This is an optimization exercise on Yosys and OpenROAD, whose aim is small area, a short achievable clock period and few clock cycles, not a production implementation.
No run shown here included a check of the RTL's function; only the layout flow was run.

## flow/design.v (module list and top-level ports; edited modules follow where they fit)
// module rbm_top: 817 lines
module rbm_top (
  input  logic                   finish,
  input  logic                   rst_n,
  input  rbm_pkg::feature_beat_t in_beat,
  input  logic                   in_valid,
  output logic                   in_ready,
  output rbm_pkg::rbm_result_t   out_result,
  output logic                   out_valid,
  input  logic                   out_ready
);
  // ...
==> flow/flow/run.sh <==
#!/bin/bash
# The standard layout with two changes: the port buffers are buf_4 cells,
# and timing repair keeps working until the setup slack reaches
# SETUP_SLACK_MARGIN (the clock period and constraints are unchanged).
set -euo pipefail
bash standard.sh SETUP_SLACK_MARGIN=6.7 "BUFFER_PORTS_ARGS=-buffer_cell sky130_fd_sc_hd__buf_4" finish > standard.log 2>&1
==> flow/standard.sh <==
#!/bin/bash
# synth_recipe.tcl (not shown) runs the flow's synth.tcl, then flattens the netlist and writes it again
# the make line also repeats each setting of config.mk as NAME=value (left out here)
make -C /OpenROAD-flow-scripts/flow DESIGN_CONFIG=/design/flow/config.mk WORK_HOME=/design/flow/orfs CLKGATE_MAP_FILE= SYNTH_SCRIPT=/design/flow/synth_recipe.tcl "${@:-finish}"
==> flow/config.mk <==
export PLATFORM = sky130hd
export DESIGN_NAME = rbm_top
export DESIGN_NICKNAME = rbm_top
export VERILOG_FILES = /design/flow/design.v
export SDC_FILE = /design/flow/constraint.sdc
export NUM_CORES = 4
export LEC_CHECK = 0
export CAP_MARGIN = 75
export CORE_MARGIN = 2
export CORE_UTILIZATION = 55
export SLEW_MARGIN = 75
==> flow/constraint.sdc <==
create_clock -name core_clock -period 10.0 [get_ports {finish}]
set_input_delay 2.0000 -clock core_clock [delete_from_list [all_inputs] [get_ports {finish}]]
set_output_delay 2.0000 -clock core_clock [all_outputs]
set_load 0.01 [all_outputs]
==> run_results.csv, run 1 <==
group,metric,value,unit
outcome,status,"complete, no violations",
finish,clock_area_share,5.15,%
logic_synthesis,synthTopCellsByCount,"229 x dfxtp_1, 200 x fa_1, 197 x inv_1, 166 x nand2_1, 128 x nor2_1",
sta,period_share,32.0,%
routing,post-route-drc-count,0,
floorplanning,core-area,33400,um2
setup_path,crit_family,"flip-flops",
floorplanning,die_w,188,um
logic_synthesis,syn_avg_cell_area,9.66,um2
setup_path,crit_end,"out_result[21]",
placed_design,postPlaceCellArea,19600,um2
floorplanning,rows,67,
clocking,cts_setup_buffers,7,
placed_design,dp_cells,2357,
sta,rsz0062_at_grt,"false",
finish,seq_area_share,28.0,%
clocking,clockBufferDepth,3,
finish,largestRegisters,"acc: 100 flops, pr: 35 flops",
finish,largest_register_ffs,100,
clocking,hold_buffers,0,
floorplanning,dieHeight,188,um
finish,multi_input_gates,1341,
finish,inverters,200,
logic_synthesis,synth.net_count,2240,
finish,diodes,0,
finish,drive_above_1_share,14.9,%
logic_synthesis,yosysWarnings,5,
sta,fin_skew,17.4,ps
setup_path,r2r_cells,11,
logic_synthesis,synth_cell_types,69,
finish,n_fill_cell,2859,
sta,setup_violations,0,
clocking,cts_tree,"done",
logic_synthesis,synth_top_family_by_area,"adder cells",
setup_path,timing.rr.end,"acc[4][11]",
grt,grt-ovfl-total,0,
==> run 2, diff against run 1 <==
--- a/flow/design.v
+++ b/flow/design.v
@@ -74,17 +74,17 @@
   logic        v0;
   logic        f0;            
   always_ff @(posedge finish) begin
     x0 <= in_xfer ? in_beat.feature : 12'd0;
     f0 <= in_xfer & (cnt == 4'd0);
   end
   logic [15:0] r;
   logic [4:0]  sa, s32;
-  logic        vn1, va1, first1, first1n, last1, last1n;
+  logic        vn1, first1, last1;
   logic        first0, last0;
   logic [13:0] step0;
   assign first0 = f0;
   assign last0  = v0 & (cnt == 4'd0);
   always_comb begin
     for (int i = 0; i < 14; i++) step0[i] = v0 & (cnt == 4'(i + 1));
   end
   logic [15:0] ra, rb, rsum;
@@ -99,37 +99,34 @@
     s32[1] <= |(step0 & WRAP1);
     sa[2]  <= |(step0 & ~WRAP2) | last0;
     s32[2] <= |(step0 & WRAP2);
     sa[3]  <= |(step0 & ~WRAP3);
     s32[3] <= |(step0 & WRAP3);
     sa[4]  <= |(step0 & ~WRAP4) | last0;
     s32[4] <= |(step0 & WRAP4);
     vn1    <= |step0;
-    va1    <= v0;
     first1 <= first0;
-    first1n <= ~first0;
     last1  <= last0;
-    last1n <= ~last0;
   end
   logic [19:0] r1, r2, r8, r16, r32, nv, av;
   assign r1  = {{4{r[15]}}, r};
   assign r2  = r1 << 1;
   assign r8  = r1 << 3;
   assign r16 = r1 << 4;
   assign r32 = r1 << 5;
   assign nv  = {20{vn1}} & ~r8;              
-  assign av  = {20{va1}} & ~r8;
+  assign av  = {20{vn1 | last1}} & ~r8;
   logic [19:0] acc [5];
   logic [19:0] a0_r1, a0_r2, a0_base, a0_sum;
   logic [5:0] a0_pend, a0_cin, a0_cout;
   assign a0_r1 = ({20{sa[0]}} & r1) | ({20{s32[0]}} & r32) | ({20{last1}} & ~r2);
   assign a0_r2 = av;
-  assign a0_base = (acc[0] & {20{first1n}}) | (20'hfff90 & {20{first1}});
-  assign a0_cin = a0_pend & {6{first1n}};
+  assign a0_base = (acc[0] & {20{~first1}}) | (20'hfff90 & {20{first1}});
+  assign a0_cin = a0_pend & {6{~first1}};
   wire u0xs_1 = a0_base[0] ^ a0_r1[0] ^ a0_r2[0];
   wire u0xc_2 = (a0_base[0] & a0_r1[0]) | (a0_base[0] & a0_r2[0]) | (a0_r1[0] & a0_r2[0]);
   wire u0xs_3 = a0_base[1] ^ a0_r1[1] ^ a0_r2[1];
   wire u0xc_4 = (a0_base[1] & a0_r1[1]) | (a0_base[1] & a0_r2[1]) | (a0_r1[1] & a0_r2[1]);
   wire u0xs_5 = a0_base[2] ^ a0_r1[2] ^ a0_r2[2];
   wire u0xc_6 = (a0_base[2] & a0_r1[2]) | (a0_base[2] & a0_r2[2]) | (a0_r1[2] & a0_r2[2]);
   wire u0xs_7 = a0_base[3] ^ a0_r1[3] ^ a0_r2[3];
   wire u0xc_8 = (a0_base[3] & a0_r1[3]) | (a0_base[3] & a0_r2[3]) | (a0_r1[3] & a0_r2[3]);
@@ -233,19 +230,19 @@
     acc[0] <= a0_sum;
     a0_pend <= a0_cout;
   end
   logic [19:0] a0_full;      
   assign a0_full = acc[0] + (({19'd0, a0_pend[0]} << 3) | ({19'd0, a0_pend[1]} << 6) | ({19'd0, a0_pend[2]} << 9) | ({19'd0, a0_pend[3]} << 12) | ({19'd0, a0_pend[4]} << 15) | ({19'd0, a0_pend[5]} << 18));
   logic [19:0] a1_r1, a1_r2, a1_base, a1_sum;
   logic [5:0] a1_pend, a1_cin, a1_cout;
   assign a1_r1 = ({20{sa[1]}} & r1) | ({20{s32[1]}} & r32);
-  assign a1_r2 = nv | ({20{~last1n}} & r2);
-  assign a1_base = (acc[1] & {20{first1n}}) | (20'hfffce & {20{first1}});
-  assign a1_cin = a1_pend & {6{first1n}};
+  assign a1_r2 = nv | ({20{last1}} & r2);
+  assign a1_base = (acc[1] & {20{~first1}}) | (20'hfffce & {20{first1}});
+  assign a1_cin = a1_pend & {6{~first1}};
   wire u1xs_1 = a1_base[0] ^ a1_r1[0] ^ a1_r2[0];
   wire u1xc_2 = (a1_base[0] & a1_r1[0]) | (a1_base[0] & a1_r2[0]) | (a1_r1[0] & a1_r2[0]);
   wire u1xs_3 = a1_base[1] ^ a1_r1[1] ^ a1_r2[1];
   wire u1xc_4 = (a1_base[1] & a1_r1[1]) | (a1_base[1] & a1_r2[1]) | (a1_r1[1] & a1_r2[1]);
   wire u1xs_5 = a1_base[2] ^ a1_r1[2] ^ a1_r2[2];
   wire u1xc_6 = (a1_base[2] & a1_r1[2]) | (a1_base[2] & a1_r2[2]) | (a1_r1[2] & a1_r2[2]);
   wire u1xs_7 = a1_base[3] ^ a1_r1[3] ^ a1_r2[3];
   wire u1xc_8 = (a1_base[3] & a1_r1[3]) | (a1_base[3] & a1_r2[3]) | (a1_r1[3] & a1_r2[3]);
@@ -349,19 +346,19 @@
     acc[1] <= a1_sum;
     a1_pend <= a1_cout;
   end
   logic [19:0] a1_full;      
   assign a1_full = acc[1] + (({19'd0, a1_pend[0]} << 3) | ({19'd0, a1_pend[1]} << 6) | ({19'd0, a1_pend[2]} << 9) | ({19'd0, a1_pend[3]} << 12) | ({19'd0, a1_pend[4]} << 15) | ({19'd0, a1_pend[5]} << 18));
   logic [19:0] a2_r1, a2_r2, a2_base, a2_sum;
   logic [5:0] a2_pend, a2_cin, a2_cout;
   assign a2_r1 = ({20{sa[2]}} & r1) | ({20{s32[2]}} & r32);
-  assign a2_r2 = nv | ({20{~last1n}} & ~r16);
-  assign a2_base = (acc[2] & {20{first1n}}) | (20'h0000f & {20{first1}});
-  assign a2_cin = a2_pend & {6{first1n}};
+  assign a2_r2 = nv | ({20{last1}} & ~r16);
+  assign a2_base = (acc[2] & {20{~first1}}) | (20'h0000f & {20{first1}});
+  assign a2_cin = a2_pend & {6{~first1}};
   wire u2xs_1 = a2_base[0] ^ a2_r1[0] ^ a2_r2[0];
   wire u2xc_2 = (a2_base[0] & a2_r1[0]) | (a2_base[0] & a2_r2[0]) | (a2_r1[0] & a2_r2[0]);
   wire u2xs_3 = a2_base[1] ^ a2_r1[1] ^ a2_r2[1];
   wire u2xc_4 = (a2_base[1] & a2_r1[1]) | (a2_base[1] & a2_r2[1]) | (a2_r1[1] & a2_r2[1]);
   wire u2xs_5 = a2_base[2] ^ a2_r1[2] ^ a2_r2[2];
   wire u2xc_6 = (a2_base[2] & a2_r1[2]) | (a2_base[2] & a2_r2[2]) | (a2_r1[2] & a2_r2[2]);
   wire u2xs_7 = a2_base[3] ^ a2_r1[3] ^ a2_r2[3];
   wire u2xc_8 = (a2_base[3] & a2_r1[3]) | (a2_base[3] & a2_r2[3]) | (a2_r1[3] & a2_r2[3]);
@@ -466,18 +463,18 @@
     a2_pend <= a2_cout;
   end
   logic [19:0] a2_full;      
   assign a2_full = acc[2] + (({19'd0, a2_pend[0]} << 3) | ({19'd0, a2_pend[1]} << 6) | ({19'd0, a2_pend[2]} << 9) | ({19'd0, a2_pend[3]} << 12) | ({19'd0, a2_pend[4]} << 15) | ({19'd0, a2_pend[5]} << 18));
   logic [19:0] a3_r1, a3_r2, a3_base, a3_sum;
   logic [5:0] a3_pend, a3_cin, a3_cout;
   assign a3_r1 = ({20{sa[3]}} & r1) | ({20{s32[3]}} & r32) | ({20{last1}} & ~r2);
   assign a3_r2 = nv;
-  assign a3_base = (acc[3] & {20{first1n}}) | (20'h0004f & {20{first1}});
-  assign a3_cin = a3_pend & {6{first1n}};
+  assign a3_base = (acc[3] & {20{~first1}}) | (20'h0004f & {20{first1}});
+  assign a3_cin = a3_pend & {6{~first1}};
   wire u3xs_1 = a3_base[0] ^ a3_r1[0] ^ a3_r2[0];
   wire u3xc_2 = (a3_base[0] & a3_r1[0]) | (a3_base[0] & a3_r2[0]) | (a3_r1[0] & a3_r2[0]);
   wire u3xs_3 = a3_base[1] ^ a3_r1[1] ^ a3_r2[1];
   wire u3xc_4 = (a3_base[1] & a3_r1[1]) | (a3_base[1] & a3_r2[1]) | (a3_r1[1] & a3_r2[1]);
   wire u3xs_5 = a3_base[2] ^ a3_r1[2] ^ a3_r2[2];
   wire u3xc_6 = (a3_base[2] & a3_r1[2]) | (a3_base[2] & a3_r2[2]) | (a3_r1[2] & a3_r2[2]);
   wire u3xs_7 = a3_base[3] ^ a3_r1[3] ^ a3_r2[3];
   wire u3xc_8 = (a3_base[3] & a3_r1[3]) | (a3_base[3] & a3_r2[3]) | (a3_r1[3] & a3_r2[3]);
@@ -581,19 +578,19 @@
     acc[3] <= a3_sum;
     a3_pend <= a3_cout;
   end
   logic [19:0] a3_full;      
   assign a3_full = acc[3] + (({19'd0, a3_pend[0]} << 3) | ({19'd0, a3_pend[1]} << 6) | ({19'd0, a3_pend[2]} << 9) | ({19'd0, a3_pend[3]} << 12) | ({19'd0, a3_pend[4]} << 15) | ({19'd0, a3_pend[5]} << 18));
   logic [19:0] a4_r1, a4_r2, a4_base, a4_sum;
   logic [8:0] a4_pend, a4_cin, a4_cout;
   assign a4_r1 = ({20{sa[4]}} & r1) | ({20{s32[4]}} & r32);
-  assign a4_r2 = nv | ({20{~last1n}} & r8);
-  assign a4_base = (acc[4] & {20{first1n}}) | (20'h0008e & {20{first1}});
-  assign a4_cin = a4_pend & {9{first1n}};
+  assign a4_r2 = nv | ({20{last1}} & r8);
+  assign a4_base = (acc[4] & {20{~first1}}) | (20'h0008e & {20{first1}});
+  assign a4_cin = a4_pend & {9{~first1}};
   logic [19:0] a4_r3;
   assign a4_r3 = {20{last1}} & r2;
   wire u4xs_1 = a4_base[0] ^ a4_r1[0] ^ a4_r3[0];
   wire u4xc_2 = (a4_base[0] & a4_r1[0]) | (a4_base[0] & a4_r3[0]) | (a4_r1[0] & a4_r3[0]);
   wire u4xs_3 = a4_base[1] ^ a4_r1[1] ^ a4_r3[1];
   wire u4xc_4 = (a4_base[1] & a4_r1[1]) | (a4_base[1] & a4_r3[1]) | (a4_r1[1] & a4_r3[1]);
   wire u4xs_5 = a4_base[2] ^ a4_r1[2] ^ a4_r3[2];
   wire u4xc_6 = (a4_base[2] & a4_r1[2]) | (a4_base[2] & a4_r3[2]) | (a4_r1[2] & a4_r3[2]);
@@ -823,32 +820,30 @@
       5'd27: begin d0 = 6'h37; d1 = 6'h12; end
       5'd28: begin d0 = 6'h04; d1 = 6'h03; end
       5'd29: begin d0 = 6'h3c; d1 = 6'h06; end
       5'd30: begin d0 = 6'h01; d1 = 6'h0b; end
       5'd31: begin d0 = 6'h39; d1 = 6'h0e; end
       default: begin d0 = 6'h00; d1 = 6'h00; end
     endcase
   end
-  logic [15:0] s0, s1;
+  logic [13:0] s0, s1;
   logic        cls;
-  logic [15:0] s0b, s1b;
-  assign s0b = hfirst ? 16'hfffe : {s0[14:0], 1'b0};
-  assign s1b = hfirst ? 16'h0002 : {s1[14:0], 1'b0};
-  logic [15:0] d0x, d1x, s0n, s1n;
-  assign d0x = {{10{d0[5]}}, d0};
-  assign d1x = {{10{d1[5]}}, d1};
+  logic [13:0] s0b, s1b;
+  assign s0b = hfirst ? 14'h3ffe : hstep ? {s0[12:0], 1'b0} : s0;
+  assign s1b = hfirst ? 14'h0002 : hstep ? {s1[12:0], 1'b0} : s1;
+  logic [13:0] d0x, d1x, s0n, s1n;
+  assign d0x = hstep ? {{8{d0[5]}}, d0} : 14'd0;
+  assign d1x = hstep ? {{8{d1[5]}}, d1} : 14'd0;
   assign s0n = s0b + d0x;
   assign s1n = s1b + d1x;
   always_ff @(posedge finish) begin
-    if (hstep) begin
-      s0 <= s0n;
-      s1 <= s1n;
-    end
-    if (cmp) cls <= ($signed(s1[13:0]) > $signed(s0[13:0]));
+    s0 <= s0n;
+    s1 <= s1n;
+    if (cmp) cls <= ($signed(s1) > $signed(s0));
   end
   always_comb begin
-    out_result.score1   = {{3{s1[15]}}, {2{s1[14]}}, {2{s1[13]}}, s1[12:0]};
-    out_result.score0   = {{3{s0[15]}}, {2{s0[14]}}, {2{s0[13]}}, s0[12:0]};
+    out_result.score1   = {{6{s1[13]}}, s1};
+    out_result.score0   = {{6{s0[13]}}, s0};
     out_result.class_id = cls;
   end
 endmodule
 `default_nettype wire
==> run_results.csv, run 2 <==
group,metric,value,unit
outcome,status,"complete, no violations",
setup_path,critical_path_arrival,3660,ps
clocking,cts_made_buffers,34,
floorplanning,die_w,186,um
logic_synthesis,synthXorXnorAreaFrac,5.17,%
routing,wirelength,43200,um
finish,design_area,21000,um2
logic_synthesis,syn_inst,1924,
sta,finalMaxSlewViolations,0,
logic_synthesis,async_flop_share,4.49,%
routing,dr.pass1.iters,5,
sta,fmax,311,MHz
floorplanning,core-area,32600,um2
floorplanning,rows,66,
floorplanning,dieHeight,186,um
logic_synthesis,syn-cell-area,18300,um2
setup_path,critPathLaunchType,"flip-flop",
routing,antenna_left,0,
logic_synthesis,synthMuxAreaShare,1.18,%
setup_path,cp_max_fo,4,
finish,fin_nets,2287,
floorplanning,die_area,34700,um2
clocking,htree_num_levels,2,
finish,largestRegisters,"acc: 100 flops, pr: 35 flops, r: 16 flops",
grt,grt_pass1_vias,13900,
logic_synthesis,synthTopCellsByCount,"254 x dfxtp_1, 211 x inv_1, 196 x fa_1, 155 x nor2_1, 127 x nand2_1",
placed_design,finalWeightedCongestion,0.832,
sta,rsz0062_at_grt,"true",
clocking,hold_buffers,0,
finish,drive_above_1_share,14.5,%
clocking,clockBufferDepth,3,
logic_synthesis,synth_top_cell_area_share,27.8,%
sta,setup_violations,0,
setup_path,path_cells,"ha_1 > nand4_1 > o211ai_1 > buf_4 > a41oi_4 > o21ai_2 > a31oi_1 > xnor2_1 > buf_4 > o21ai_4 > ha_1 > or3_1 > nor2_1 > a311oi_1 > o221ai_1",
finish,diodes,0,
grt,grt_max_degree,53,
placed_design,dp_slack,6460,ps
logic_synthesis,synth.most_common_cell,"dfxtp_1",
logic_synthesis,synth_top_family_by_area,"adder cells",
grt,grt_usage,25.6,%
routing,via_per_inst,5.46,
setup_path,max_stage_delay,420,ps
sta,layout_min_cycle_time,3210,ps
setup_path,endpoint_kind,"flip-flop",
logic_synthesis,synth_edf_count,1,
worst_hold_path,hold_class,"reg2reg",
clocking,cts_root_buf,"clkbuf_16",
logic_synthesis,synthTopCellsByArea,"dfxtp_1 28%, fa_1 21%, ha_1 7.1%",
setup_path,critPathRequiredTime,10440,ps
setup_path,crit_type,"reg2reg",
finish,n_fill_cell,2780,
grt,grt-ovfl-total,0,
clocking,cts_tree,"done",
clocking,cts_sinks,267,
placed_design,dpl.hpwl,30700,um
logic_synthesis,yosysWarnings,5,
sta,fin_ws,6790,ps
finish,final_cell_mix,"227 x dfxtp_1, 209 x inv_1, 194 x fa_1",
logic_synthesis,syn_avg_cell_area,9.51,um2
logic_synthesis,synth-main-ff-cell,"dfxtp_1",
sta,tightest_slew,386,ps
placed_design,postPlaceCellArea,19400,um2
logic_synthesis,yosys.area_share.adder,28.6,%
routing,post-route-drc-count,0,
routing,drt-initial-drc-count,734,
logic_synthesis,synth-seq-cells,267,
flow_run,cap_violations,0,
floorplanning,io_pins,60,
placed_design,io_buffers,58,
logic_synthesis,yosysSeqAreaShare,29.6,%
sta,relSlewSlack,74.2,%
floorplanning,start_util,56.1,%
finish,top_register,"acc",
clocking,clk_pin_slew,60,ps
setup_path,r2r_slack,6790,ps
routing,via_count,13300,
logic_synthesis,synthSimpleGateAreaFrac,15.6,%
finish,final_cell_count_no_fill,2438,
placed_design,dp_cells,2354,
routing,wire_per_inst,17.7,um
setup_path,cpMaxStageDelayCell,"or3_1",
sta,tns,0,ps
finish,final_common_cell,"dfxtp_1",
logic_synthesis,synth.net_count,2241,
sta,period_share,32.1,%
logic_synthesis,synth_top_area_cell,"dfxtp_1",
clocking,clkLatencyLatePin,530,ps
finish,largest_register_ffs,100,
grt,grt_pass1_wl,72100,um
logic_synthesis,synth-compound-area-share,13.1,%
sta,hold_viol_final,0,
finish,syn2layout_area_growth,14.9,%
logic_synthesis,synth_cell_types,75,
sta,fin_skew,14.7,ps
grt,grt_antenna_before_repair,0,
-- run 2: cell count changes in the layout (fill, tap and decap cells not counted), moves of 14 or more --
cell	delta
inv_1	+15
edfxtp_1	-32
dfxtp_1	+26
a21o_1	-22
a21oi_1	-31
nor2b_1	+41
nand2b_1	+21
o211ai_1	+27
nor2_1	+25
a22oi_1	+14
and2_1	-58
nand2_1	-36
-- run 2: critical path: cells and delay by family (launching register included) --
| family | cells | cell delay, ps |
|---|---|---|
| adder cells (fa/ha/maj) | 2 | 580 |
| AND/OR/NAND/NOR | 3 | 610 |
| XOR/XNOR | 1 | 140 |
| AO/OA/AOI/OAI | 7 | 1120 |
| buffers and inverters | 2 | 370 |
| flip-flops | 1 | 320 |
-- run 2: layout make-up --
type,count,area [um2],share of cell area [%]
clock inverter,15,175,0.834
sequential,267,5520,26.3
multi-input combinational,1346,12000,57.2
clock buffer,47,970,4.61
inverter,211,792,3.77
timing repair buffer,110,986,4.69
tap,442,553,2.63
-- run 2: cells by family after synthesis --
| kind of cell | after synthesis |
|---|---|
| buf+inv | 311 |
| xor+xnor | 107 |
| mux | 20 |
| simple gates | 571 |
| flops | 267 |
| compound gates | 348 |
| fa+ha+maj | 300 |
-- run 2: path summary, 6_finish.rpt --
path,from,to,cells after the start
min in group asynchronous,rst_n,v0,1
hold / removal,hcnt[0],hcnt[0],1
setup / recovery,acc[1][9],d0[3],15
max in group asynchronous,rst_n,cidle,1
hold reg to reg,hcnt[0],hcnt[0],1
setup reg to reg,acc[1][9],d0[3],15
-- run 2: routing by layer --
| metal | wire, um | track usage (%) |
|---|---|---|
| met5 | 0 | 0 |
| met4 | 707 | 6.03 |
| met3 | 2480 | 5.12 |
| met2 | 20400 | 42.3 |
| met1 | 19500 | 35.0 |
-- run 2: repair_timing --
item / CTS / global route
setup endpoints to repair: 14 / 19
setup buffers: 13 / 4
gates resized for setup: 10 / 19
gates cloned: 2 / 0
pin swaps: 6 / 4
-- run 2: per-stage QoR --
step | hold slack (ps) | utilization [%]
after global placement | 409 | 58.1
after CTS | 425 | 63.7
final | 420 | 64.4
after detailed placement | 415 | 59.6
after floorplan | 392 | -
after global routing | 441 | 64.4

==> re-timing with driven ports <==
The results above use ideal ports. As a check the final layouts listed here were re-extracted and re-timed, cells and wires unchanged.
Step 1 assumes that a clkbuf_16 drives the clock port and a buf_2 every other input.
Step 2 moves the port delays by t, midway between the first and last clock arrival at a register: inputs arrive t later, outputs are due t later. That takes back most of the time a late clock gives input paths.
Slacks: ideal / step 1 / step 2; pairs: ideal / step 1.
run | shift t [ns] | slack for setup (ns) | hold WS [ns] | clock arrival spread, ns | worst slew at a driven data input, ns
run 1 | 0.573 | 6.796 / 6.741 / 6.377 | 0.409 / 0.409 / 0.409 | 0.018 / 0.018 | 0.04
run 2 | 0.575 | 6.785 / 6.741 / 6.549 | 0.420 / 0.420 / 0.420 | 0.015 / 0.015 | 0.03
After both steps every run listed still meets setup and hold. For run 1, which loses most, drivers alone change the setup slack by -0.055 ns; drivers and shift together by -0.419 ns.
